This design comes from an exercise in tuning for small area on the open sky130 flow, not from production work. In this exercise RTL edits were held to simulation tests only and were not proved equivalent to the original. No activity file was given, so power comes from the tool's default toggle rates.

== v51 ==
## mbed_tester_top
module mbed_tester_top (
    input  logic clk,
    input  logic rst,
    input  logic  i_psel,
    input  logic  i_penable,
    input  logic  i_pwrite,
    input  tester_regs_pkg::addr_t i_paddr,
    input  tester_regs_pkg::data_t i_pwdata,
    output tester_regs_pkg::data_t o_prdata,
    input  logic i_reset_btn_n,
    input  logic [3-1:0] i_digital_id,
    output logic o_reset_req,
    output logic o_reprogram_req,
    output logic o_reset_peripherals,
    output logic o_pwm_val,
    output logic o_pwm_drive,
    output logic o_sample_adc,
    input  logic [12-1:0] i_mux_meas,
    input  logic i_mux_updated,
    input  logic [4*12-1:0] i_anin_meas,
    input  logic [4-1:0] i_anin_updated
);
Size: ~41000 um2 of cells after synthesis.
==> flow/config.mk <==
export PLATFORM = sky130hd
export DESIGN_NAME = mbed_tester_top
export DESIGN_NICKNAME = mbed_tester_top
export VERILOG_FILES = /design/flow/design.v
export SDC_FILE = /design/flow/constraint.sdc
export NUM_CORES = 4
export LEC_CHECK = 0
export CAP_MARGIN = 10
export CORE_MARGIN = 2
export CORE_UTILIZATION = 70
export CTS_BUF_LIST = sky130_fd_sc_hd__clkbuf_16
export CTS_CLUSTER_DIAMETER = 100
export CTS_CLUSTER_SIZE = 25
export SLEW_MARGIN = 10
==> flow/constraint.sdc <==
create_clock -name core_clock -period 6.0 [get_ports {clk}]
set_input_delay 1.2000 -clock core_clock [delete_from_list [all_inputs] [get_ports {clk}]]
set_output_delay 1.2000 -clock core_clock [all_outputs]
set_load 0.01 [all_outputs]
standard.sh (not shown) runs the stock make flow with config.mk's settings and CLKGATE_MAP_FILE= SYNTH_SCRIPT=/design/flow/synth_recipe.tcl, a recipe that flattens the netlist after the stock synthesis.
==> flow/flow/run.sh <==
#!/bin/bash
# Own flow: the standard synthesis, then its combinational logic re-mapped
# for area with ABC (every register kept, by name and cell type), then the standard flow's
# standard layout from that netlist. Each tool's output goes to a log here.
set -euo pipefail
W=$(pwd)
R=$W/orfs/results/$FLOW_PLATFORM/mbed_tester_top/base
YOSYS=$FLOW_HOME/../tools/install/yosys/bin/yosys

bash standard.sh synth > $W/log_1_synth.txt 2>&1
cp $R/1_2_yosys.v $W/std_1_2_yosys.v

printf 'set_driving_cell sky130_fd_sc_hd__buf_1\nset_load 5\n' > $W/reopt_constr.txt
export REOPT_LIB=$FLOW_HOME/platforms/sky130hd/lib/sky130_fd_sc_hd__tt_025C_1v80.lib
export REOPT_IN=$W/std_1_2_yosys.v
export REOPT_OUT=$W/reopt_1_2_yosys.v
export REOPT_STAT=$W/reopt_stat.txt
export REOPT_SCRIPT=$W/flow/abc_area.scr
export REOPT_CONSTR=$W/reopt_constr.txt
export REOPT_D=6000
export REOPT_DONT_USE="$(sed -n '/DONT_USE_CELLS/,/^$/p' $FLOW_HOME/platforms/sky130hd/config.mk | grep -o 'sky130_fd_sc_hd__[a-z0-9_]*' | tr '\n' ' ')"
$YOSYS -c $W/flow/reopt.tcl > $W/log_2_reopt.txt 2>&1

cp $REOPT_OUT $R/1_2_yosys.v
rm -f $R/1_synth.odb $R/1_synth.sdc
# Clock tree: the standard flow's CTS settings (from config.mk) without dummy loads
CTS_ARGS="-sink_clustering_enable -repair_clock_nets -buf_list sky130_fd_sc_hd__clkbuf_16 -sink_clustering_size 25 -sink_clustering_max_diameter 100 -dont_use_dummy_load"
# Port buffers: one buf_1 on every input and output port
PORT_ARGS="-inputs -outputs -buffer_cell sky130_fd_sc_hd__buf_1"
bash standard.sh "CTS_ARGS=$CTS_ARGS" "BUFFER_PORTS_ARGS=$PORT_ARGS" finish > $W/log_3_layout.txt 2>&1
==> flow/flow/abc_area.scr <==
strash
&get -n
&st
&dch -f -x
&nf -p -C 32 -F 8 -A 4
&put
topo
stime -c
Other scripts of this flow, unchanged in this note and not shown: flow/flow/reopt.tcl
Edits applied to the flow inputs when going from v51 to v15:
# v51
export LEC_CHECK = 0
export CAP_MARGIN = 10
export CORE_MARGIN = 2
export CORE_UTILIZATION = 70
export CTS_BUF_LIST = sky130_fd_sc_hd__clkbuf_16
export CTS_CLUSTER_DIAMETER = 100
export CTS_CLUSTER_SIZE = 25
export SLEW_MARGIN = 10
create_clock -name core_clock -period 6.0 [get_ports {clk}]
# v15
export LEC_CHECK = 0
export CAP_MARGIN = 20
export CORE_MARGIN = 2
export CORE_UTILIZATION = 65
export CTS_BUF_LIST = sky130_fd_sc_hd__clkbuf_16
export CTS_CLUSTER_DIAMETER = 100
export CTS_CLUSTER_SIZE = 25
export SLEW_MARGIN = 20
create_clock -name core_clock -period 6.0 [get_ports {clk}]
==> run notes <==
Going from v51 to v15, cell area shows an increase of 160 um2; buffering stage count on the worst path with inverters included shows no meaningful change. Of the two values seen for critical path capture point, sum[2][36]$_DFF_P_ was produced by v51 and rd_q[5]$_DFF_P_ by v15. Changes observed in v15 relative to v51: sequential power roughly the same; total clock buffers created by CTS now sits lower; worst-case clock skew decreased by 17 ps relative to the old numbers.
diff inputs: v15 => v30
# v15
export LEC_CHECK = 0
export CAP_MARGIN = 20
export CORE_MARGIN = 2
export CORE_UTILIZATION = 65
export CTS_BUF_LIST = sky130_fd_sc_hd__clkbuf_16
export CTS_CLUSTER_DIAMETER = 100
export CTS_CLUSTER_SIZE = 25
export SLEW_MARGIN = 20
create_clock -name core_clock -period 6.0 [get_ports {clk}]
# v30
export LEC_CHECK = 0
export CAP_MARGIN = 20
export CORE_MARGIN = 2
export CORE_UTILIZATION = 70
export CTS_BUF_LIST = sky130_fd_sc_hd__clkbuf_16
export CTS_CLUSTER_DIAMETER = 100
export CTS_CLUSTER_SIZE = 25
export SLEW_MARGIN = 20
create_clock -name core_clock -period 6.0 [get_ports {clk}]
--- a/flow/flow/run.sh
+++ b/flow/flow/run.sh
@@ -30 +30,2 @@
-bash standard.sh "CTS_ARGS=$CTS_ARGS" "BUFFER_PORTS_ARGS=$PORT_ARGS" finish > $W/log_3_layout.txt 2>&1
+# Timing-driven placement reweights nets but keeps none of its trial buffers
+bash standard.sh "CTS_ARGS=$CTS_ARGS" "BUFFER_PORTS_ARGS=$PORT_ARGS" GPL_KEEP_OVERFLOW=0 finish > $W/log_3_layout.txt 2>&1
==> flow/flow/abc_area.scr <==
strash
&get -n
&st
&dch -f -x
&nf -p -C 32 -F 8 -A 4 -R 30
&put
topo
stime -c
[summary]
Diff v15 -> v30: switching power of the nets went down by 1.2%, critical path data required time went up by 80 ps. The leakage power of v30 was inferior to that of v15. On synthesized area, v15 loses to v30. The global-route usage over all layers of v30 exceeds that of v15 by 1.9 points. Lower layout overhead on the synthesized area among v30 and v15: v15. Compare v30 and v15 | number of standard-cell rows in the floorplan lower: v30. For clock network fraction of design power, v15 and v30 come out practically identical. Of the two candidates, v15 has the worse final wirelength and v30 the better one.
Input-level comparison between v52 and v30:
# v30
export LEC_CHECK = 0
export CAP_MARGIN = 20
export CORE_MARGIN = 2
export CORE_UTILIZATION = 70
export CTS_BUF_LIST = sky130_fd_sc_hd__clkbuf_16
export CTS_CLUSTER_DIAMETER = 100
export CTS_CLUSTER_SIZE = 25
export SLEW_MARGIN = 20
create_clock -name core_clock -period 6.0 [get_ports {clk}]
# v52
export LEC_CHECK = 0
export CAP_MARGIN = 20
export CORE_MARGIN = 2
export CORE_UTILIZATION = 55
export CTS_BUF_LIST = sky130_fd_sc_hd__clkbuf_16
export CTS_CLUSTER_DIAMETER = 100
export CTS_CLUSTER_SIZE = 25
export SLEW_MARGIN = 20
create_clock -name core_clock -period 6.0 [get_ports {clk}]
--- a/flow/flow/run.sh
+++ b/flow/flow/run.sh
@@ -28,4 +28 @@
-# Port buffers: one buf_1 on every input and output port
-PORT_ARGS="-inputs -outputs -buffer_cell sky130_fd_sc_hd__buf_1"
-# Timing-driven placement reweights nets but keeps none of its trial buffers
-bash standard.sh "CTS_ARGS=$CTS_ARGS" "BUFFER_PORTS_ARGS=$PORT_ARGS" GPL_KEEP_OVERFLOW=0 finish > $W/log_3_layout.txt 2>&1
+bash standard.sh "CTS_ARGS=$CTS_ARGS" finish > $W/log_3_layout.txt 2>&1
==> flow/flow/abc_area.scr <==
strash
&get -n
&st
&dch -f
&nf -p -C 32 -F 8 -A 4
&put
topo
stime -c
Results
- v52: full flow OK, the timing, DRC and antenna checks passed
- Compared with v30, v52 shows clock skew lower by 22 ps.
- Pin slew with the least headroom to its limit: v52 > v30
- Compared with v30, in v52 post-place instance area increased about 2.7%; critical path depth up 1; portion of the clock cycle consumed by the worst path in the final layout saw a decrease; met1 track demand over resource lost 6.0 points; overall die area +about 28%.

## what the ideal ports hide
How much do the figures lean on ideal ports? The routed layouts below were timed once more, with nothing changed but the port constraints.
Step 1, drivers: a clkbuf_16 drives clk and a buf_2 each remaining input, both assumed.
Step 2 also shifts input and output timing later by t, the mid clock arrival at the registers, as if the neighbouring blocks saw the same clock.
Slacks: ideal / step 1 / step 2; pairs: ideal / step 1.
run | t, ns | setup WS [ns] | latest minus earliest clock arrival (ns)
v51 | 0.687 | 0.791 / 0.797 / 0.139 | 0.070 / 0.070
v15 | 0.708 | 0.474 / 0.441 / -0.267 | 0.054 / 0.053
v30 | 0.680 | 0.258 / 0.292 / -0.388 | 0.073 / 0.073
v52 | 0.710 | 0.738 / 0.789 / 0.079 | 0.054 / 0.054
Met with ideal ports but missed after step 2: setup timing in v15 and v30. The setup slack of v15, which loses most, moves by -0.033 ns with the drivers and by -0.741 ns with both steps.
